What follows belongs to an exercise in optimizing a design on an open flow for small area; a production flow would make more cautious choices. RTL that was checked went through simulation tests only; none was proved equivalent to the original. The RTL of runs 2 and 3 was laid out without a check of its function. Power and IR drop assume default switching activity.

File: constraint.sdc
create_clock -name core_clock -period 8.0 [get_ports {wClk_i}]
set_input_delay 1.6000 -clock core_clock [delete_from_list [all_inputs] [get_ports {wClk_i}]]
set_output_delay 1.6000 -clock core_clock [all_outputs]
set_load 0.01 [all_outputs]
File: design.v
`timescale 1ns/1ps
`default_nettype none
package seqPkg;
	localparam int ADDR_W     = 16;
	localparam int DATA_W     = 32;
	localparam int DELAY_TRIM = 4;	 
	typedef enum logic [7:0] {
		PP_NOP     = 8'h00,
		PP_LDWR    = 8'h01,	 
		PP_LDWI    = 8'h03,	 
		PP_STWR    = 8'h04,	 
		PP_STWI    = 8'h05,	 
		PP_LDINDF  = 8'h06,	 
		PP_STINDF  = 8'h07,	 
		PP_CLRW    = 8'h08,
		PP_CMP     = 8'h09,
		PP_CMPI    = 8'h0a,
		PP_JMP     = 8'h10,
		PP_JMPZ    = 8'h11,
		PP_JMPNZ   = 8'h12,
		PP_JMPG    = 8'h13,
		PP_JMPL    = 8'h14,
		PP_JMPGE   = 8'h15,
		PP_JMPLE   = 8'h16,
		PP_ANDW    = 8'h17,
		PP_ADDW    = 8'h19,
		PP_ADDI    = 8'h21,
		PP_INC     = 8'h23,
		PP_INCI    = 8'h24,
		PP_DEC     = 8'h25,
		PP_DECI    = 8'h26,
		PP_SUB     = 8'h29,
		PP_SUBI    = 8'h31,
		PP_SHL     = 8'h33,
		PP_SHR     = 8'h35,
		PP_DELAY   = 8'h42,
		PP_WAITL   = 8'h44,
		PP_COUNT   = 8'h45,
		PP_SHUTTER = 8'h52,
		PP_STOP    = 8'hFF
	} opcode_e;
	typedef enum logic [1:0] {CF_EQ = 2'h0, CF_G = 2'h1, CF_L = 2'h2, CF_UNK = 2'h3} cmpFlag_e;
	typedef enum logic {RUN_IDLE, RUN_ACTIVE} runState_e;
	typedef enum logic [1:0] {EX_IDLE, EX_EXEC, EX_WAIT} execState_e;
	typedef enum logic [1:0] {WAIT_DELAY, WAIT_LINE, WAIT_COUNT} waitKind_e;
	typedef struct packed {
		opcode_e           op;
		logic [7:0]        reserved;
		logic [ADDR_W-1:0] addr;
	} instrAddr_t;
	typedef struct packed {
		opcode_e     op;
		logic        direct;	 
		logic [22:0] value;
	} instrDirect_t;
	typedef union packed {
		instrAddr_t   a;
		instrDirect_t d;
	} instrWord_t;
	typedef struct packed {
		logic              re;
		logic              we;
		logic [ADDR_W-1:0] addr;
		logic [DATA_W-1:0] wrData;
	} memReq_t;
endpackage
`default_nettype wire
`timescale 1ns/1ps
`default_nettype none
module seqTop #(
	parameter logic [seqPkg::ADDR_W-1:0] START_ADDR_RESET = 16'hFFFF
) (
	input  logic              wClk_i,
	input  logic              rst_i,
	input  logic [seqPkg::ADDR_W-1:0] startAddr_i,
	input  logic              startTrig_i,
	input  logic              stopTrig_i,
	input  logic              lineTrig_i,
	input  logic              pmt_i,
	input  logic [seqPkg::DATA_W-1:0] memRdData_i,
	output logic              busy_o,
	output logic [seqPkg::ADDR_W-1:0] memAddr_o,
	output logic [seqPkg::DATA_W-1:0] memWrData_o,
	output logic              memWe_o,
	output logic [7:0]        shutter_o
);
	logic        run;		 
	logic [15:0] pc;
	logic        iv;		 
	logic        dropRd;	 
	logic        fdv;		 
	logic        edv;		 
	logic [31:0] ib;		 
	logic        exS;		 
	logic        wtS;		 
	logic [31:0] wReg;		 
	logic [15:0] iReg;
	logic [1:0]  cmpFlag;	 
	logic        wb;		 
	logic        kLine;		 
	logic        kCnt;		 
	logic [31:0] cntN;		 
	logic [7:0]  op;
	assign op = ib[31:24];
	function automatic logic [31:0] inc32(input logic [31:0] x);
		logic c;
		c = 1'b1;
		for (int k = 0; k < 32; k++)
		begin
			inc32[k] = x[k] ^ c;
			c = c & x[k];
		end
	endfunction
	function automatic logic [15:0] inc16(input logic [15:0] x);
		logic c;
		c = 1'b1;
		for (int k = 0; k < 16; k++)
		begin
			inc16[k] = x[k] ^ c;
			c = c & x[k];
		end
	endfunction
	function automatic logic is(input logic [7:0] o, input logic [7:0] v);
		is = (o == v);
	endfunction
	logic dLd, dLdInd, dClr, dCmp, dCmpI, dAnd, dAdd, dSub, dAddI, dSubI, dInc, dDec, dIncI, dDecI;
	logic dShl, dShr, dDelay, dWaitL, dCount, dShut, dStore, dUseI, dStInd, dStop;
	logic rdOp, runsAlu, isWait, jt;
	assign dLd    = is(op, 8'h01) | is(op, 8'h03);
	assign dLdInd = is(op, 8'h06);
	assign dClr   = is(op, 8'h08);
	assign dCmp   = is(op, 8'h09);
	assign dCmpI  = is(op, 8'h0a);
	assign dAnd   = is(op, 8'h17);
	assign dAdd   = is(op, 8'h19);
	assign dAddI  = is(op, 8'h21);
	assign dInc   = is(op, 8'h23);
	assign dIncI  = is(op, 8'h24);
	assign dDec   = is(op, 8'h25);
	assign dDecI  = is(op, 8'h26);
	assign dSub   = is(op, 8'h29);
	assign dSubI  = is(op, 8'h31);
	assign dShl   = is(op, 8'h33);
	assign dShr   = is(op, 8'h35);
	assign dDelay = is(op, 8'h42);
	assign dWaitL = is(op, 8'h44);
	assign dCount = is(op, 8'h45);
	assign dShut  = is(op, 8'h52);
	assign dStop  = is(op, 8'hFF);
	assign dStore = is(op, 8'h04) | is(op, 8'h05) | is(op, 8'h07);
	assign dStInd = is(op, 8'h07);
	assign dUseI  = is(op, 8'h03) | is(op, 8'h05);
	assign rdOp   = dLd | dLdInd | dCmp | dCmpI | dAnd | dAdd | dAddI | dSub | dSubI |
	                dShl | dShr | dDelay | dCount | dShut;
	assign runsAlu = rdOp | dClr | dInc | dDec | dIncI | dDecI | dWaitL;
	assign isWait = dDelay | dWaitL | dCount;
	always_comb
	begin
		case (op)
			8'h10:   jt = 1'b1;
			8'h11:   jt = cmpFlag == 2'd0;
			8'h12:   jt = cmpFlag == 2'd1 || cmpFlag == 2'd2;
			8'h13:   jt = cmpFlag == 2'd1;
			8'h14:   jt = cmpFlag == 2'd2;
			8'h15:   jt = cmpFlag == 2'd0 || cmpFlag == 2'd1;
			8'h16:   jt = cmpFlag == 2'd0 || cmpFlag == 2'd2;
			default: jt = 1'b0;
		endcase
	end
	logic take, redirect, stopNow, eRe, eWe, eOwn, fRe, fGrant, loadWord;
	assign take     = ~exS & ~wtS & iv;
	assign redirect = take & jt;
	assign stopNow  = stopTrig_i | (take & dStop);
	assign eRe      = take & rdOp & ~ib[23];
	assign eWe      = take & dStore;
	assign eOwn     = eRe | eWe;
	assign fRe      = run & (~iv | take) & ~fdv;
	assign fGrant   = fRe & ~eOwn;
	assign loadWord = fdv & ~dropRd & run;
	assign busy_o      = run;
	assign memWe_o     = eWe;
	assign memAddr_o   = ({16{eOwn & dUseI}} & iReg) | ({16{eOwn & ~dUseI}} & ib[15:0]) | ({16{~eOwn}} & pc);
	assign memWrData_o = ({32{dStInd}} & {16'h0, iReg}) | ({32{~dStInd}} & wReg);
	always_ff @(posedge wClk_i)
	begin
		if (rst_i)
		begin
			run    <= 1'b0;
			iv     <= 1'b0;
			dropRd <= 1'b0;
			fdv    <= 1'b0;
			edv    <= 1'b0;
		end
		else
		begin
			dropRd <= redirect & fGrant;
			fdv    <= fGrant;
			edv    <= eRe;
			if (!run)
				run <= startTrig_i;
			else if (stopNow)
				run <= 1'b0;
			if (run & stopNow)
				iv <= 1'b0;
			else if (loadWord)
				iv <= 1'b1;
			else if (take)
				iv <= 1'b0;
		end
	end
	logic selStart, selJump, selInc, selKeep;
	assign selStart = ~run;
	assign selJump  = run & redirect;
	assign selInc   = run & ~redirect & fGrant;
	assign selKeep  = run & ~redirect & ~fGrant;
	always_ff @(posedge wClk_i)
		pc <= ({16{selStart}} & startAddr_i) | ({16{selJump}} & ib[15:0]) | ({16{selInc}} & (pc + 16'd1)) | ({16{selKeep}} & pc);
	always_ff @(posedge wClk_i)
	begin
		if (loadWord)
			ib <= memRdData_i;
	end
	logic [31:0] operand;
	assign operand = ({32{edv}} & memRdData_i) | ({32{~edv}} & {9'h0, ib[22:0]});
	logic        useI, useB, inv, cin;
	logic [31:0] aIn, bIn;
	logic [32:0] sum;
	logic        c16, zLo, zHi;
	logic        cntRun;
	assign cntRun = wb & kCnt;
	assign useI = dAddI | dSubI | dIncI | dDecI | dCmpI;
	assign useB = dAdd | dSub | dCmp | dAddI | dSubI | dCmpI | dAnd;
	assign inv  = exS & (dSub | dCmp | dSubI | dCmpI | dDec | dDecI);
	assign cin  = exS ? (dSub | dCmp | dSubI | dCmpI | dInc | dIncI) : pmt_i;
	assign aIn  = {wReg[31:16], (exS & useI) ? iReg : wReg[15:0]};
	assign bIn  = ((exS & useB) ? operand : 32'h0) ^ {32{inv}};
	always_comb
	begin
		logic [31:0] g, p, x;
		x = aIn ^ bIn;
		g = aIn & bIn;
		p = x;
		g[0] = g[0] | (p[0] & cin);
		for (int d = 1; d < 32; d = d * 2)
			for (int i = 2 * d - 1; i < 32; i = i + 2 * d)
			begin
				g[i] = g[i] | (p[i] & g[i - d]);
				p[i] = p[i] & p[i - d];
			end
		for (int d = 8; d >= 1; d = d / 2)
			for (int i = 3 * d - 1; i < 32; i = i + 2 * d)
			begin
				g[i] = g[i] | (p[i] & g[i - d]);
				p[i] = p[i] & p[i - d];
			end
		sum[0] = x[0] ^ cin;
		for (int i = 1; i < 32; i++)
			sum[i] = x[i] ^ g[i - 1];
		sum[32] = g[31];
	end
	assign c16  = sum[16] ^ aIn[16] ^ bIn[16];
	assign zLo  = sum[15:0] == 16'h0;
	assign zHi  = sum[31:16] == 16'h0;
	logic [31:0] shIn, shOut, shRes;
	logic        shBig;
	always_comb
	begin
		for (int k = 0; k < 32; k++)
			shIn[k] = (dShr & wReg[31-k]) | (~dShr & wReg[k]);
		shOut = shIn;
		for (int l = 0; l < 5; l++)
			shOut = ({32{operand[l]}} & (shOut << (1 << l))) | ({32{~operand[l]}} & shOut);
		for (int k = 0; k < 32; k++)
			shRes[k] = (dShr & shOut[31-k]) | (~dShr & shOut[k]);
	end
	assign shBig = |operand[31:5];
	logic        selLd, selAnd, selSum, selSh, selHold;
	logic [31:0] wNext;
	assign selLd   = exS & dLd;
	assign selAnd  = exS & dAnd;
	assign selSum  = (exS & (dAdd | dSub | dInc | dDec)) | cntRun;
	assign selSh   = exS & (dShl | dShr) & ~shBig;
	assign selHold = exS ? ~(dLd | dClr | dCount | dAnd | dAdd | dSub | dInc | dDec | dShl | dShr) : ~cntRun;
	assign wNext   = ({32{selLd}} & operand) | ({32{selAnd}} & aIn & bIn) | ({32{selSum}} & sum[31:0]) |
	                 ({32{selSh}} & shRes) | ({32{selHold}} & wReg);
	logic        selLdI, selSumI, selHoldI;
	logic [15:0] iNext;
	assign selLdI   = exS & dLdInd;
	assign selSumI  = exS & (dAddI | dSubI | dIncI | dDecI);
	assign selHoldI = ~(selLdI | selSumI);
	assign iNext    = ({16{selLdI}} & operand[15:0]) | ({16{selSumI}} & sum[15:0]) | ({16{selHoldI}} & iReg);
	logic [1:0] newFlag;
	always_comb
	begin
		if (dCmpI)
			newFlag = zLo ? 2'd0 : (c16 ? 2'd1 : 2'd2);
		else
			newFlag = (zLo & zHi) ? 2'd0 : (sum[32] ? 2'd1 : 2'd2);
	end
	always_ff @(posedge wClk_i)
	begin
		if (rst_i)
		begin
			exS       <= 1'b0;
			wtS       <= 1'b0;
			wReg      <= 32'h0;
			iReg      <= 16'h0;
			cmpFlag   <= 2'd3;
			shutter_o <= 8'h00;
		end
		else
		begin
			exS <= take & runsAlu;
			if (exS)
				wtS <= isWait;
			else if (!wb)
				wtS <= 1'b0;
			wReg <= wNext;
			iReg <= iNext;
			if (exS)
			begin
				if (dCmp | dCmpI)
					cmpFlag <= newFlag;
				if (dShut)
					shutter_o <= operand[7:0];
			end
		end
	end
	logic cntEnd, waitStart, nz, gt4;
	assign waitStart = exS & isWait;
	assign nz     = |operand;
	assign gt4    = (|operand[31:3]) | (operand[2] & (operand[1] | operand[0]));
	assign cntEnd = (&cntN[31:3]) & (cntN[2] == kCnt) & cntN[1] & ~cntN[0];
	always_ff @(posedge wClk_i)
	begin
		if (rst_i)
			wb <= 1'b0;
		else if (waitStart)
			wb <= dWaitL | (dCount ? nz : gt4);
		else if (wb)
		begin
			if (kLine)
				wb <= ~lineTrig_i;
			else if (cntEnd)
				wb <= 1'b0;
		end
	end
	always_ff @(posedge wClk_i)
	begin
		if (waitStart)
		begin
			kLine <= dWaitL;
			kCnt  <= dCount;
		end
	end
	always_ff @(posedge wClk_i)
	begin
		if (waitStart)
			cntN <= ~operand;
		else
			cntN <= inc32(cntN);
	end
endmodule
`default_nettype wire
File: standard.sh
#!/bin/bash
# synth_recipe.tcl (not shown) runs the flow's synth.tcl, then flattens the netlist and writes it again
# the make line also repeats each setting of config.mk as NAME=value (left out here)
make -C /OpenROAD-flow-scripts/flow DESIGN_CONFIG=/design/flow/config.mk WORK_HOME=/design/flow/orfs CLKGATE_MAP_FILE= SYNTH_SCRIPT=/design/flow/synth_recipe.tcl "${@:-finish}"
File: flow/run.sh
#!/bin/bash
# Own layout flow: the standard ORFS flow (standard.sh) with
#  - Yosys's ABC mapping run with flow/area.abc instead of ORFS's speed script
#    (registers are mapped before ABC runs, so they are the standard synthesis's),
#  - sky130_fd_sc_hd__buf_1 as the port buffer,
#  - CTS without dummy loads, with clkbuf_4 or clkbuf_8 below a clkbuf_16 root.
# Each step's full output is in orfs/logs/; make's output is in flow.log.
set -euo pipefail
HERE=$PWD
export MY_ABC_SCRIPT=$HERE/flow/area.abc
{
	cat <<'EOT'
proc abc {args} {
	set i [lsearch $args -script]
	if {$i >= 0} { lset args [expr {$i + 1}] $::env(MY_ABC_SCRIPT) }
	yosys abc {*}$args
}
EOT
	cat synth_recipe.tcl
} > my_synth.tcl
sed "s#SYNTH_SCRIPT=[^ ]*#SYNTH_SCRIPT=$HERE/my_synth.tcl#" standard.sh > my_standard.sh
export BUFFER_PORTS_ARGS="-buffer_cell sky130_fd_sc_hd__buf_1"
export CTS_ARGS="-sink_clustering_enable -repair_clock_nets -dont_use_dummy_load -root_buf sky130_fd_sc_hd__clkbuf_16 -buf_list \"sky130_fd_sc_hd__clkbuf_4 sky130_fd_sc_hd__clkbuf_8\""
bash my_standard.sh > flow.log 2>&1
File: flow/area.abc
strash
&get -n
&fraig -x
&put
scorr
dc2
balance
rewrite
refactor
balance
rewrite
rewrite -z
balance
refactor -z
rewrite -z
balance
strash
&get -n
&dch -f
&nf -p -R 1000
&put
buffer -c
topo
stime -c
upsize -c
dnsize -c
File: config.mk
export PLATFORM = sky130hd
export DESIGN_NAME = seqTop
export DESIGN_NICKNAME = seqTop
export VERILOG_FILES = /design/flow/design.v
export SDC_FILE = /design/flow/constraint.sdc
export NUM_CORES = 4
export LEC_CHECK = 0
export CAP_MARGIN = 20
export CORE_MARGIN = 2
export CORE_UTILIZATION = 40
export SLEW_MARGIN = 20
==> results of run 1 <==
-- flip-flops by register name (all words and copies together) (netlist names), 2 cells and up --
name,flops
shutter_o,8
cntN,32
iReg,16
cmpFlag,2
ib,32
pc,16
wReg,32
-- layout make-up --
type | count | area, sq um | area share (%)
inverters | 48 | 180 | 1.42
multi-input cells | 1145 | 7800 | 61.4
flip-flops and latches | 148 | 3300 | 26.0
repair buffers | 146 | 697 | 5.48
diodes | 1 | 2.50 | 0.0197
clock buffers | 17 | 245 | 1.93
well taps | 384 | 480 | 3.78
-- per-layer routing --
metal  vias to the layer above  GRT usage [%]  part of all wire (%)
li1                       5476              -                     -
met1                      5634           40.1                    44
met2                       612           45.3                    44
met3                       111           4.44                   8.6
met4                         0           12.7                   3.8
met5                         -              0                     0
-- worst min-delay path, cell delays in order, from the launching register on --
cell,delay (ns)
dfxtp_1,0.34
nand2_1,0.06
a21oi_1,0.05
-- through the flow --
stage               total power [mW]  hold WS (ns)  cells  util [%]  area, sq um
floorplan                      0.925         0.448   1444         -        11600
global placement               0.982         0.474   1869      43.3        12400
detailed placement             0.985         0.483   1869      43.3        12400
CTS                             1.46         0.497   1886      44.2        12600
global route                    1.50         0.512   1888      44.4        12700
finish                          1.45         0.497   1889      44.4        12700
-- cells by family (layout without fill, tap and decap cells) --
kind of cell / Yosys count / count (layout) / share of synthesized area, %
AO/OA/AOI/OAI: 438 / 438 / 24.5
AND/OR/NAND/NOR: 473 / 473 / 18.6
multiplexers: 132 / 132 / 12.0
adder cells (fa/ha/maj): 81 / 81 / 9.86
other: 0 / 1 / 0
XOR/XNOR: 21 / 21 / 1.59
flip-flops: 148 / 148 / 28.5
buffers and inverters: 151 / 211 / 4.90
-- final timing paths --
kind	slack [ns]	cells past startpoint	from	endpoint
setup / recovery	0.61	42	ib[31]	cmpFlag[1]
hold / removal	0.50	2	iReg[12]	iReg[12]
setup reg to reg	0.61	42	ib[31]	cmpFlag[1]
hold reg to reg	0.50	2	iReg[12]	iReg[12]
-- what timing repair did --
item | CTS | global route
resized for setup | 0 | 10
setup buffers | 0 | 1
endpoints found under the setup margin | 0 | 2
-- report_power, final --
| group | leakage [nW] | internal, mW | switching [mW] | total [mW] |
|---|---|---|---|---|
| logic | 3.58 | 0.0602 | 0.0877 | 0.148 |
| clock network | 0.127 | 0.201 | 0.277 | 0.478 |
| registers | 1.23 | 0.794 | 0.0301 | 0.824 |
-- layout by cell type, fill, tap and decap left out, types with 4 or more instances in the layout --
master	n
a32oi_1	11
buf_4	33
o211ai_1	12
or3_1	12
and3_1	11
inv_1	45
o22ai_1	4
and2_1	10
xor2_1	6
nand3b_1	4
dfxtp_1	113
nor3_1	12
a21oi_1	148
a22oi_1	13
a221oi_1	19
a31oi_1	61
nand2_1	139
nor3_2	5
mux2_2	51
clkbuf_8	16
a21o_1	8
nor2_1	170
o221a_2	4
nor2b_1	17
a221o_1	6
o21ai_0	73
fa_1	17
nor2_2	5
mux2i_1	78
nand3_1	32
ha_1	64
edfxtp_1	34
a211oi_1	14
nand4_1	14
xnor2_1	15
buf_1	110
a222oi_1	33
nor4_1	10
o21ai_1	4
nand2b_1	9
==> summary.md, run 1 <==
| Metric | Value |
|---|---|
| Outcome | timing/DRC/antenna clean |
| Chip height | 174 um |
| Initial antenna violation count | 0 |
| Final worst path period need | 7.39 ns |
| Final wirelength | 44.8 mm |
| DRT antenna net count | 0 |
| CP bufs+invs | 1 |
| Final setup vio count | 0 |
| Synth Flop Type | dfxtp_1 |
| Max Freq | 135 MHz |
| Worst-path cell with the longest stage delay | edfxtp_1 |
| Post-place setup slack | between 0.15 and 0.2 ns |
| Sinks on the clock net | 148 |
| DR pass1 iterations | 11 |
| Initial detailed-routing violation count | approximately 1700 |
| Number of port buffers | 111 |
| Number of synthesized flops with an enable pin | 34 |
| Total Nets Final | 1641 |
| Crit share post-route | 92.4% |
| Post-Syn Area | about 12000 sq um |
| #FFs+latches synth | 148 |
| Layout fillers | 2903 |
| Crit path DAT | 7.68 ns |
| CP Class | flop to flop |
| GR Util All Layers | 29.1% |
| Setup ws final | 0.610 ns |
| I/O pins | between 100 and 150 |
| # H-tree levels | 4 |
| Asr flop ratio synth | 0% |
| Area contributors post-synth | dfxtp_1, edfxtp_1, mux2i_1 |
| Gate Count Post-Synth | around 1400 |
| Routability Congestion | 1.00 |
| Worst Skew | 0.0299 ns |
| Vias post-DR | 11800 |
| Syn Area/Cell | between 8 and 9 sq um |
| Pwr/cell area | around 110 nW/um^2 |
| CTS Buffer Depth | 2 |
| Largest net degree at the start of global routing | 67 |
| RSZ-0062 raised after global routing | false |
| Die ar. | 30300 sq um |
| Worst EP required | 8.29 ns |
| Setup crit end kind | flop |
| Count leader, synth | nor2_1 |
| Crit-path leading delay family | simple AND/OR/NAND/NOR gates |
| First-pass GRT wire length | 67.6 mm |
| Initial core utilization | 40.4% |
| Leading area contributor after synthesis | dfxtp_1 |
| Post-synthesis sequential area ratio | 28.5% |
| CP Max Fanout | 5 |
| Clock root cell | clkbuf_16 |
| Total gr overflow | 0 |
| Clock latency on the worst-skew pair | ~0.40 ns |
| Post-synth top area share | 19.7% |
| Commonest cells in the netlist | nor2_1, a21oi_1, nand2_1 |
| Worst path max stage delay | 0.46 ns |
| DIE WIDTH | 174 um |
| Peak VDD IR | 0.116 mV |
| Setup TNS | 0 ns |
| Leak | 4.94 nW |
| Hold_buf cts | 0 |
| Type of the worst min-delay path | flop to flop |
| Synthesis-to-layout area growth | 9.82% |
| Worst slew pin tran | 1.16 ns |
| Ys Warns | 1 |
| Syn nets | ~1600 |
| Critical path launch point type | flop |
| DP HPWL | roughly 33 mm |
| CORE AREA | 28600 sq um |
| CTS tree | done |
| Unique masters post-synth | 67 |
| Row cnt | 62 |
| Fin. max-slew vios | 0 |
| CTS buffer count | 17 |
| Final hold vios | 0 |
| Drt drc | 0 |
| Max_slew headroom | 22.4% |
| Vias in the first global route | between 10000 and 15000 |
| DR vias/cell | 6.26 |
| Clock Pin Slew Worst Setup and Hold Paths | 0.09 ns |
| Max Cap Viol | 0 |
| Share of layout cells above drive strength 1 | under 10% |
| Per-cell routed wire length | 23.7 um |
==> run 2, diff against run 1 <==
--- a/design.v
+++ b/design.v
@@ -276,18 +276,18 @@
 	assign shBig = |operand[31:5];
 	logic        selLd, selAnd, selSum, selSh, selHold;
 	logic [31:0] wNext;
-	assign selLd   = exS & dLd;
-	assign selAnd  = exS & dAnd;
-	assign selSum  = (exS & (dAdd | dSub | dInc | dDec)) | cntRun;
-	assign selSh   = exS & (dShl | dShr) & ~shBig;
-	assign selHold = exS ? ~(dLd | dClr | dCount | dAnd | dAdd | dSub | dInc | dDec | dShl | dShr) : ~cntRun;
+	assign selLd   = ~rst_i & exS & dLd;
+	assign selAnd  = ~rst_i & exS & dAnd;
+	assign selSum  = ~rst_i & ((exS & (dAdd | dSub | dInc | dDec)) | cntRun);
+	assign selSh   = ~rst_i & exS & (dShl | dShr) & ~shBig;
+	assign selHold = ~rst_i & (exS ? ~(dLd | dClr | dCount | dAnd | dAdd | dSub | dInc | dDec | dShl | dShr) : ~cntRun);
 	assign wNext   = ({32{selLd}} & operand) | ({32{selAnd}} & aIn & bIn) | ({32{selSum}} & sum[31:0]) |
 	                 ({32{selSh}} & shRes) | ({32{selHold}} & wReg);
 	logic        selLdI, selSumI, selHoldI;
 	logic [15:0] iNext;
-	assign selLdI   = exS & dLdInd;
-	assign selSumI  = exS & (dAddI | dSubI | dIncI | dDecI);
-	assign selHoldI = ~(selLdI | selSumI);
+	assign selLdI   = ~rst_i & exS & dLdInd;
+	assign selSumI  = ~rst_i & exS & (dAddI | dSubI | dIncI | dDecI);
+	assign selHoldI = ~rst_i & ~(exS & (dLdInd | dAddI | dSubI | dIncI | dDecI));
 	assign iNext    = ({16{selLdI}} & operand[15:0]) | ({16{selSumI}} & sum[15:0]) | ({16{selHoldI}} & iReg);
 	logic [1:0] newFlag;
 	always_comb
@@ -303,10 +303,7 @@
 		begin
 			exS       <= 1'b0;
 			wtS       <= 1'b0;
-			wReg      <= 32'h0;
-			iReg      <= 16'h0;
 			cmpFlag   <= 2'd3;
-			shutter_o <= 8'h00;
 		end
 		else
 		begin
@@ -315,17 +312,18 @@
 				wtS <= isWait;
 			else if (!wb)
 				wtS <= 1'b0;
-			wReg <= wNext;
-			iReg <= iNext;
-			if (exS)
-			begin
-				if (dCmp | dCmpI)
-					cmpFlag <= newFlag;
-				if (dShut)
-					shutter_o <= operand[7:0];
-			end
+			if (exS & (dCmp | dCmpI))
+				cmpFlag <= newFlag;
 		end
 	end
+	logic selShut;
+	assign selShut = exS & dShut;
+	always_ff @(posedge wClk_i)
+	begin
+		wReg      <= wNext;
+		iReg      <= iNext;
+		shutter_o <= ({8{~rst_i & selShut}} & operand[7:0]) | ({8{~rst_i & ~selShut}} & shutter_o);
+	end
 	logic cntEnd, waitStart, nz, gt4;
 	assign waitStart = exS & isWait;
 	assign nz     = |operand;
==> flow/run.sh (replaced) <==
#!/bin/bash
# Own layout flow: the standard ORFS flow (standard.sh) with
#  - Yosys's ABC mapping run with flow/area.abc instead of ORFS's speed script
#    (registers are mapped before ABC runs, so they are the standard synthesis's),
#  - sky130_fd_sc_hd__buf_1 as the port buffer,
#  - CTS without dummy loads, with clkbuf_8 below a clkbuf_16 root.
# Each step's full output is in orfs/logs/; make's output is in flow.log.
set -euo pipefail
HERE=$PWD
export MY_ABC_SCRIPT=$HERE/flow/area.abc
{
	cat <<'EOT'
proc abc {args} {
	set i [lsearch $args -script]
	if {$i >= 0} { lset args [expr {$i + 1}] $::env(MY_ABC_SCRIPT) }
	yosys abc {*}$args
}
EOT
	cat synth_recipe.tcl
} > my_synth.tcl
sed "s#SYNTH_SCRIPT=[^ ]*#SYNTH_SCRIPT=$HERE/my_synth.tcl#" standard.sh > my_standard.sh
export BUFFER_PORTS_ARGS="-buffer_cell sky130_fd_sc_hd__buf_1"
export CTS_ARGS="-sink_clustering_enable -repair_clock_nets -dont_use_dummy_load -root_buf sky130_fd_sc_hd__clkbuf_16 -buf_list sky130_fd_sc_hd__clkbuf_8"
bash my_standard.sh > flow.log 2>&1
==> run 2 against run 1 <==
Critical path type is now input port to flop. Critical path depth is 5 lower. First-iteration DRC count is 0.79% lower. Combinational power is 4% higher. Core utilization is 0.39 points higher. Sequential cell count stayed put.
==> summary.md, run 2 <==
| Metric | Value |
|---|---|
| Drt drc | 0 |
| Leading area contributor after synthesis | dfxtp_1 |
| DR pass1 iterations | 5 |
| Most frequent cells in the layout | nor2_1, a21oi_1, nand2_1, dfxtp_1, buf_1 |
| GR Util All Layers | 30.1% |
| Row cnt | 62 |
| Setup crit end kind | flop |
| Post-place instance area | around 12000 sq um |
| Number of port buffers | 111 |
| Worst hold stages | 2 |
| Type of the worst min-delay path | flop to flop |
| Syn Area/Cell | 8.03 sq um |
| Setup ws final | 0.446 ns |
| Worst EP required | 8.27 ns |
| Initial core utilization | approximately two fifths |
| Worst path max stage delay | 0.45 ns |
| Final wirelength | 45.7 mm |
| RSZ-0062 raised after global routing | false |
| Post-synthesis sequential area ratio | about 29% |
| Setup TNS | 0 ns |
| Number of synthesized flops with an enable pin | 34 |
| Worst Skew | 0.0272 ns |
| Critical path launch point type | input port |
| Synthesis-to-layout area growth | 11.0% |
| Pwr/cell area | 113 nW/um^2 |
| Regs by FF count | cntN: 32 flops, ib: 32 flops, wReg: 32 flops |
| Max_slew headroom | 30.6% |
| Most common cell after layout, fill and taps aside | nor2_1 |
| Post-place setup slack | -0.0652 ns |
| Clock root cell | clkbuf_16 |
| Share of layout cells above drive strength 1 | just over 10% |
| R2r setup slk | ~0.50 ns |
| Asr flop ratio synth | 0% |
| Crit path DAT | 7.82 ns |
| CTS Buffer Depth | 2 |
| Clock latency on the worst-skew pair | 0.39 ns |
| Worst-path cell with the longest stage delay | fa_1 |
| CORE AREA | 28500 sq um |
| Total gr overflow | 0 |
| # H-tree levels | 4 |
| Synth Flop Type | dfxtp_1 |
| Routability Congestion | 0.957 |
| CTS buffer count | 17 |
| #FFs+latches synth | 148 |
| Layout fillers | between 2000 and 3000 |
| Final setup vio count | 0 |
| Count leader, synth | nor2_1 |
| Peak VDD IR | 0.116 mV |
| Vias in the first global route | 11100 |
| Min-Delay Startpoint | shutter_o[4] |
| Ant. Diodes | 0 |
| DRT antenna net count | 0 |
| Ys Warns | 1 |
| Post-synth top area share | 19.9% |
| CTS tree | done |
| Crit share post-route | 94.4% |
| RR Startpoint | ib[29] |
| DP HPWL | 35.1 mm |
| DIE WIDTH | 173 um |
| First-pass GRT wire length | 69.0 mm |
| R2r worst-path depth | 40 |
| Gate Count Post-Synth | 1430 |
| Initial antenna violation count | 3 |
| Final hold vios | 0 |
| Die ar. | 30100 sq um |
| Fin. max-slew vios | 0 |
| Max Cap Viol | 0 |
| Leak | 5.22 nW |
| Final Core Density | approximately 45% |
| CP Max Fanout | 3 |
| DR vias/cell | 6.22 |
| Reg-to-reg critical path endpoint | cmpFlag[1] |
| Worst slew pin tran | roughly 1.0 ns |
| Final worst path period need | around 7.6 ns |
| Unique masters post-synth | 69 |
| Syn nets | 1565 |
| CP Class | input port to flop |
| Worst hold path endpoint | shutter_o[4] |
| I/O pins | between 100 and 150 |
| Largest net degree at the start of global routing | 66 |
| Vias post-DR | 11800 |
| Total Nets Final | roughly 1700 |
| Max Freq | 132 MHz |
| Initial detailed-routing violation count | 1641 |
| Outcome | timing/DRC/antenna clean |
| Area contributors post-synth | dfxtp_1, edfxtp_1, mux2i_1 |
| Clock Pin Slew Worst Setup and Hold Paths | approximately 0.070 ns |
| Fin area | 12700 sq um |
| Hold_buf cts | 0 |
| Per-cell routed wire length | 24.1 um |
| Commonest cells in the netlist | nor2_1, a21oi_1, nand2_1 |
| Chip height | 173 um |
| Post-Syn Area | 11500 sq um |
| Sinks on the clock net | 148 |
run 2: cell count changes after synthesis, moves of 9 or more:
cell,before,now
o31ai_1,2,17
o211ai_1,12,2
nor2_1,176,204
nand2_1,139,127
clkbuf_1,91,73
a32oi_1,11,0
a21oi_1,150,135
nand3_1,32,49
nor3_1,17,26
a31oi_1,61,35
run 2: repair_timing:
action,4_1_cts,5_1_grt
gates resized for setup,0,11
hold endpoints to repair,0,0
buffers inserted,0,3
endpoints found under the setup margin,0,2
run 2: metal layers:
| layer | vias to the layer above | wire, um | track usage, % |
|---|---|---|---|
| met5 | - | 67 | 0 |
| met4 | 4 | 1690 | 12.0 |
| met3 | 89 | 3820 | 5.39 |
| met2 | 603 | 20500 | 47.3 |
| met1 | 5642 | 19700 | 41.0 |
| li1 | 5471 | - | - |
run 2: cells by family (layout without fill, tap and decap cells):
kind of cell	after synthesis	in the layout	share of synthesized area [%]
multiplexers	134	134	12.2
flip-flops	148	148	28.8
buffers and inverters	140	224	4.59
XOR/XNOR	21	21	1.60
AND/OR/NAND/NOR	511	511	20.3
AO/OA/AOI/OAI	395	395	22.6
adder cells (fa/ha/maj)	81	81	9.94
run 2: critical path, delay by kind of cell:
family	cells	cell delay, ns
AND/OR/NAND/NOR	15	2.13
AO/OA/AOI/OAI	15	2.01
adder cells (fa/ha/maj)	3	1.29
buffers and inverters	2	0.19
multiplexers	1	0.34
XOR/XNOR	1	0.26
run 2: where the power goes:
part | switching [mW] | internal, mW
clock network | 0.262 | 0.201
registers | 0.0307 | 0.794
logic | 0.0914 | 0.0622
total | 0.384 | 1.06
run 2: how the worst max path moves through the flow:
stage	slack [ns]	endpoint	startpoint	cells past startpoint
6_report	0.45	cmpFlag[1]	memRdData_i[0]	37
5_1_grt	0.008	cmpFlag[1]	ib[29]	41
4_1_cts	0.10	cmpFlag[1]	ib[29]	41
3_5_place_dp	-0.07	cmpFlag[1]	memRdData_i[0]	37
3_3_place_gp	0.14	cmpFlag[1]	memRdData_i[0]	37
2_1_floorplan	0.20	cmpFlag[1]	ib[28]	43
run 2: metrics by stage:
step	instances	total power [mW]	hold slack, ns
2_1_floorplan	1430	0.928	0.420
6_report	1898	1.44	0.456
3_3_place_gp	1877	0.987	0.442
5_1_grt	1898	1.50	0.500
3_5_place_dp	1877	0.990	0.448
4_1_cts	1894	1.45	0.462
run 2: area by class of cell:
class	count	area (sq um)	share of cell area (%)
timing repair buffer	158	790	6.19
multi-input combinational	1142	7740	60.7
sequential	148	3300	25.9
clock buffer	17	245	1.92
inverter	49	184	1.44
tap	384	480	3.77
==> run 3, diff against run 2 <==
--- a/design.v
+++ b/design.v
@@ -179,8 +179,8 @@
 	assign loadWord = fdv & ~dropRd & run;
 	assign busy_o      = run;
 	assign memWe_o     = eWe;
-	assign memAddr_o   = ({16{eOwn & dUseI}} & iReg) | ({16{eOwn & ~dUseI}} & ib[15:0]) | ({16{~eOwn}} & pc);
-	assign memWrData_o = ({32{dStInd}} & {16'h0, iReg}) | ({32{~dStInd}} & wReg);
+	assign memAddr_o   = eOwn ? (dUseI ? iReg : ib[15:0]) : pc;
+	assign memWrData_o = dStInd ? {16'h0, iReg} : wReg;
 	always_ff @(posedge wClk_i)
 	begin
 		if (rst_i)
@@ -208,56 +208,44 @@
 				iv <= 1'b0;
 		end
 	end
-	logic selStart, selJump, selInc, selKeep;
-	assign selStart = ~run;
-	assign selJump  = run & redirect;
-	assign selInc   = run & ~redirect & fGrant;
-	assign selKeep  = run & ~redirect & ~fGrant;
 	always_ff @(posedge wClk_i)
-		pc <= ({16{selStart}} & startAddr_i) | ({16{selJump}} & ib[15:0]) | ({16{selInc}} & (pc + 16'd1)) | ({16{selKeep}} & pc);
+	begin
+		if (!run)
+			pc <= startAddr_i;
+		else if (redirect)
+			pc <= ib[15:0];
+		else if (fGrant)
+			pc <= pc + 16'd1;
+	end
 	always_ff @(posedge wClk_i)
 	begin
 		if (loadWord)
 			ib <= memRdData_i;
 	end
 	logic [31:0] operand;
-	assign operand = ({32{edv}} & memRdData_i) | ({32{~edv}} & {9'h0, ib[22:0]});
+	assign operand = edv ? memRdData_i : {9'h0, ib[22:0]};
 	logic        useI, useB, inv, cin;
 	logic [31:0] aIn, bIn;
 	logic [32:0] sum;
 	logic        c16, zLo, zHi;
 	logic        cntRun;
 	assign cntRun = wb & kCnt;
-	assign useI = dAddI | dSubI | dIncI | dDecI | dCmpI;
-	assign useB = dAdd | dSub | dCmp | dAddI | dSubI | dCmpI | dAnd;
-	assign inv  = exS & (dSub | dCmp | dSubI | dCmpI | dDec | dDecI);
-	assign cin  = exS ? (dSub | dCmp | dSubI | dCmpI | dInc | dIncI) : pmt_i;
-	assign aIn  = {wReg[31:16], (exS & useI) ? iReg : wReg[15:0]};
-	assign bIn  = ((exS & useB) ? operand : 32'h0) ^ {32{inv}};
-	always_comb
+	logic        xUseI, xUseB, xInv, xCin, xShr;
+	always_ff @(posedge wClk_i)
 	begin
-		logic [31:0] g, p, x;
-		x = aIn ^ bIn;
-		g = aIn & bIn;
-		p = x;
-		g[0] = g[0] | (p[0] & cin);
-		for (int d = 1; d < 32; d = d * 2)
-			for (int i = 2 * d - 1; i < 32; i = i + 2 * d)
-			begin
-				g[i] = g[i] | (p[i] & g[i - d]);
-				p[i] = p[i] & p[i - d];
-			end
-		for (int d = 8; d >= 1; d = d / 2)
-			for (int i = 3 * d - 1; i < 32; i = i + 2 * d)
-			begin
-				g[i] = g[i] | (p[i] & g[i - d]);
-				p[i] = p[i] & p[i - d];
-			end
-		sum[0] = x[0] ^ cin;
-		for (int i = 1; i < 32; i++)
-			sum[i] = x[i] ^ g[i - 1];
-		sum[32] = g[31];
-	end
+		xUseI <= ~rst_i & take & (dAddI | dSubI | dIncI | dDecI | dCmpI);
+		xUseB <= ~rst_i & take & (dAdd | dSub | dCmp | dAddI | dSubI | dCmpI | dAnd);
+		xInv  <= ~rst_i & take & (dSub | dCmp | dSubI | dCmpI | dDec | dDecI);
+		xCin  <= ~rst_i & take & (dSub | dCmp | dSubI | dCmpI | dInc | dIncI);
+		xShr  <= dShr;
+	end
+	assign useI = xUseI;
+	assign useB = xUseB;
+	assign inv  = xInv;
+	assign cin  = exS ? xCin : pmt_i;
+	assign aIn  = {wReg[31:16], useI ? iReg : wReg[15:0]};
+	assign bIn  = (useB ? operand : 32'h0) ^ {32{inv}};
+	assign sum  = {1'b0, aIn} + {1'b0, bIn} + {32'h0, cin};
 	assign c16  = sum[16] ^ aIn[16] ^ bIn[16];
 	assign zLo  = sum[15:0] == 16'h0;
 	assign zHi  = sum[31:16] == 16'h0;
@@ -266,29 +254,12 @@
 	always_comb
 	begin
 		for (int k = 0; k < 32; k++)
-			shIn[k] = (dShr & wReg[31-k]) | (~dShr & wReg[k]);
-		shOut = shIn;
-		for (int l = 0; l < 5; l++)
-			shOut = ({32{operand[l]}} & (shOut << (1 << l))) | ({32{~operand[l]}} & shOut);
+			shIn[k] = xShr ? wReg[31-k] : wReg[k];
+		shOut = shIn << operand[4:0];
 		for (int k = 0; k < 32; k++)
-			shRes[k] = (dShr & shOut[31-k]) | (~dShr & shOut[k]);
+			shRes[k] = xShr ? shOut[31-k] : shOut[k];
 	end
 	assign shBig = |operand[31:5];
-	logic        selLd, selAnd, selSum, selSh, selHold;
-	logic [31:0] wNext;
-	assign selLd   = ~rst_i & exS & dLd;
-	assign selAnd  = ~rst_i & exS & dAnd;
-	assign selSum  = ~rst_i & ((exS & (dAdd | dSub | dInc | dDec)) | cntRun);
-	assign selSh   = ~rst_i & exS & (dShl | dShr) & ~shBig;
-	assign selHold = ~rst_i & (exS ? ~(dLd | dClr | dCount | dAnd | dAdd | dSub | dInc | dDec | dShl | dShr) : ~cntRun);
-	assign wNext   = ({32{selLd}} & operand) | ({32{selAnd}} & aIn & bIn) | ({32{selSum}} & sum[31:0]) |
-	                 ({32{selSh}} & shRes) | ({32{selHold}} & wReg);
-	logic        selLdI, selSumI, selHoldI;
-	logic [15:0] iNext;
-	assign selLdI   = ~rst_i & exS & dLdInd;
-	assign selSumI  = ~rst_i & exS & (dAddI | dSubI | dIncI | dDecI);
-	assign selHoldI = ~rst_i & ~(exS & (dLdInd | dAddI | dSubI | dIncI | dDecI));
-	assign iNext    = ({16{selLdI}} & operand[15:0]) | ({16{selSumI}} & sum[15:0]) | ({16{selHoldI}} & iReg);
 	logic [1:0] newFlag;
 	always_comb
 	begin
@@ -303,7 +274,10 @@
 		begin
 			exS       <= 1'b0;
 			wtS       <= 1'b0;
+			wReg      <= 32'h0;
+			iReg      <= 16'h0;
 			cmpFlag   <= 2'd3;
+			shutter_o <= 8'h00;
 		end
 		else
 		begin
@@ -312,18 +286,31 @@
 				wtS <= isWait;
 			else if (!wb)
 				wtS <= 1'b0;
-			if (exS & (dCmp | dCmpI))
-				cmpFlag <= newFlag;
+			if (exS)
+			begin
+				if (dLd)
+					wReg <= operand;
+				else if (dClr | dCount)
+					wReg <= 32'h0;
+				else if (dAnd)
+					wReg <= aIn & bIn;
+				else if (dAdd | dSub | dInc | dDec)
+					wReg <= sum[31:0];
+				else if (dShl | dShr)
+					wReg <= shBig ? 32'h0 : shRes;
+				if (dLdInd)
+					iReg <= operand[15:0];
+				else if (dAddI | dSubI | dIncI | dDecI)
+					iReg <= sum[15:0];
+				if (dCmp | dCmpI)
+					cmpFlag <= newFlag;
+				if (dShut)
+					shutter_o <= operand[7:0];
+			end
+			else if (cntRun)
+				wReg <= sum[31:0];
 		end
 	end
-	logic selShut;
-	assign selShut = exS & dShut;
-	always_ff @(posedge wClk_i)
-	begin
-		wReg      <= wNext;
-		iReg      <= iNext;
-		shutter_o <= ({8{~rst_i & selShut}} & operand[7:0]) | ({8{~rst_i & ~selShut}} & shutter_o);
-	end
 	logic cntEnd, waitStart, nz, gt4;
 	assign waitStart = exS & isWait;
 	assign nz     = |operand;
==> run 3 against run 2 <==
Still clean on timing, DRC and antenna. Area after synthesis rose by 8.6%. Cell area rose by 7.3%. Critical path depth fell by 7. Critical path type unchanged. Largest power group unchanged. Highest routed layer is now met4.
==> summary.md, run 3 <==
| Metric | Value |
|---|---|
| Unique masters post-synth | 60 |
| Clock latency on the worst-skew pair | 0.39 ns |
| Footprint of the multi-input gates | 8450 sq um |
| Type of the worst min-delay path | flop to flop |
| Final Core Density | 44.6% |
| Ant. Diodes | 0 |
| Row cnt | 64 |
| CP Class | input port to flop |
| Fin area | 13700 sq um |
| CTS Buffer Depth | 2 |
| Number of port buffers | 111 |
| Final setup vio count | 0 |
| I/O pins | around 110 |
| DIE WIDTH | about 180 um |
| CTS tree | done |
| Worst EP required | 8.28 ns |
| Area contributors post-synth | dfxtp_1, edfxtp_1, o21ai_0 |
| Setup ws final | roughly 0.46 ns |
| CP bufs+invs | 1 |
| # H-tree levels | 4 |
| Worst-path cell with the longest stage delay | or4_1 |
| Post-synthesis sequential area ratio | 28.6% |
| Worst slew pin tran | 1.05 ns |
| Regs by FF count | cntN: 32 flops, ib: 32 flops, wReg: 32 flops |
| Post-place setup slack | -0.0625 ns |
| Hold_buf cts | 0 |
| Count leader, synth | nor2_1 |
| Syn nets | 1748 |
| Worst hold slack | 0.498 ns |
| DP HPWL | 34.4 mm |
| #FFs+latches synth | 153 |
| Max_slew headroom | between 20% and 30% |
| Reg area | between 3000 and 4000 sq um |
| Commonest cells in the netlist | nor2_1, o21ai_0, nand2_1 |
| Total gr overflow | 0 |
| Largest net degree at the start of global routing | just under 70 |
| Total Nets Final | ~1800 |
| CORE AREA | 30700 sq um |
| Per-cell routed wire length | 22.0 um |
| Drt drc | 0 |
| Critical path launch point type | input port |
| Clock Pin Slew Worst Setup and Hold Paths | 0.08 ns |
| Fin. max-slew vios | 0 |
| Initial core utilization | 40.6% |
| Outcome | timing/DRC/antenna clean |
| Post-Syn Area | 12500 sq um |
| Setup TNS | 0 ns |
| Vias in the first global route | 11600 |
| Share of layout cells above drive strength 1 | 10.6% |
| Initial detailed-routing violation count | 1186 |
| Most common cell after layout, fill and taps aside | nor2_1 |
| Chip height | between 150 and 200 um |
| GR Util All Layers | 27.6% |
| DRT antenna net count | 0 |
| Crit path DAT | 7.82 ns |
| CP Max Fanout | 3 |
| Routability Congestion | 0.997 |
| Vias post-DR | between 10000 and 15000 |
| Asr flop ratio synth | 0% |
| CTS buffer count | 17 |
| Sinks on the clock net | roughly 150 |
| Gate Count Post-Synth | 1626 |
| DR vias/cell | 5.99 |
| Initial antenna violation count | 0 |
| Synth Flop Type | dfxtp_1 |
| Worst path max stage delay | around 0.59 ns |
| Crit share post-route | 94.2% |
| Setup crit end kind | flop |
| Max Freq | 133 MHz |
| Final wirelength | 45.7 mm |
| Leading area contributor after synthesis | dfxtp_1 |
| DR pass1 iterations | 6 |
| Post-place instance area | around 13000 sq um |
| Ys Warns | 1 |
| Number of synthesized flops with an enable pin | 50 |
| Final worst path period need | 7.54 ns |
| Crit-path leading delay family | simple AND/OR/NAND/NOR gates |
| Die ar. | 32600 sq um |
| Post-synth top area share | about 17% |
| Layout fillers | 3150 |
| Peak VDD IR | about 0.11 mV |
| Pwr/cell area | roughly 120 nW/um^2 |
| First-pass GRT wire length | around 70 mm |
| Leak | about 5.3 nW |
| Worst Skew | ~0.028 ns |
| Final hold vios | 0 |
| Most frequent cells in the layout | nor2_1, o21ai_0, nand2_1, a21oi_1, buf_1 |
| RSZ-0062 raised after global routing | false |
| Synthesis-to-layout area growth | 9.75% |
| Syn Area/Cell | 7.67 sq um |
| Max Cap Viol | 0 |
| Clock root cell | clkbuf_16 |
## run 3: cell count changes in the layout (fill, tap and decap cells not counted), sizes merged, moves of 23 or more
cell,previous run,this run
a222oi,40,0
nor3,26,54
nand2b,9,32
xnor2,9,52
o21ai,78,180
nand2,129,167
## run 3: path summary, 6_finish.rpt
path	to	slack (ns)	start	cells after the start
worst max-delay path	cmpFlag[0]	0.46	memRdData_i[0]	30
worst min-delay path	shutter_o[3]	0.50	shutter_o[3]	2
worst max register to register	cmpFlag[0]	1.02	edv	27
worst min register to register	shutter_o[3]	0.50	shutter_o[3]	2
## run 3: final cells by class
type | instances | share of cell area, %
clock buffer | 17 | 1.79
timing repair buffer | 159 | 5.87
tap | 396 | 3.62
multi-input combinational | 1321 | 61.7
inverter | 33 | 0.905
sequential | 153 | 26.1
## run 3: routing by layer
metal	up-vias	track usage (%)	part of all wire, %
li1	6007	-	-
met1	5936	39.3	46
met2	472	42.0	44
met3	48	5.50	7.4
met4	0	8.32	2.4
met5	-	0	0
## run 3: cells by family after synthesis
kind of cell    after synthesis  synth area share [%]
flops                       153                  28.6
fa+ha+maj                    68                  6.94
mux                         131                  11.2
buf+inv                     152                  4.58
xor+xnor                     65                  4.57
compound gates              499                  23.6
simple gates                558                  20.5
## run 3: metrics by stage
step | power, mW | cells
detailed placement | 1.18 | 2059
global placement | 1.17 | 2059
global route | 1.72 | 2079
floorplan | 1.10 | 1626
finish | 1.64 | 2079
CTS | 1.65 | 2076
## run 3: repair_timing
action	in CTS	in global routing
gates resized for setup	0	4
endpoints found under the setup margin	0	3
endpoints found under the hold margin	0	0
setup buffers	0	1
## run 3: power breakdown
| part | total, mW | leakage, nW | switching (mW) | internal (mW) |
|---|---|---|---|---|
| logic | 0.235 | 3.83 | 0.134 | 0.101 |
| clock network | 0.477 | 0.127 | 0.276 | 0.201 |
| registers | 0.931 | 1.32 | 0.0507 | 0.880 |
| total | 1.64 | 5.27 | 0.460 | 1.18 |
## run 3: worst reg2reg max path: cells and delay by family, from the launching register on
family / cells / cell delay (ns)
AO/OA/AOI/OAI: 12 / 1.79
buffers and inverters: 1 / 0.32
XOR/XNOR: 2 / 0.37
adder cells (fa/ha/maj): 1 / 0.30
AND/OR/NAND/NOR: 10 / 3.16
multiplexers: 1 / 0.39
flip-flops: 1 / 0.55

==> re-timing with driven ports <==
Ports are ideal in the flow. The routed layouts listed here were re-timed in OpenROAD. Step 1 sets driving cells, clkbuf_16 on the clock port and buf_2 on the other inputs (assumed; they add their load-dependent delay and slew). Step 2 moves the port delays by t, midway between the first and last clock arrival at a register: inputs arrive t later, outputs are due t later. That takes back most of the time a late clock gives input paths. Three values: ideal, step 1, step 2; two values: the first two.
run | t, ns | setup slack, ns | hold slack, ns | worst data-port slew with drivers (ns)
run 1 | 0.436 | 0.610 / 0.610 / 0.213 | 0.497 / 0.497 / 0.497 | 0.04
run 2 | 0.431 | 0.446 / 0.478 / 0.047 | 0.456 / 0.456 / 0.456 | 0.05
run 3 | 0.432 | 0.461 / 0.490 / 0.058 | 0.498 / 0.498 / 0.498 | 0.04
After both steps every run listed still meets setup and hold. For run 3, which loses most, drivers alone change the setup slack by +0.029 ns; drivers and shift together by -0.403 ns.
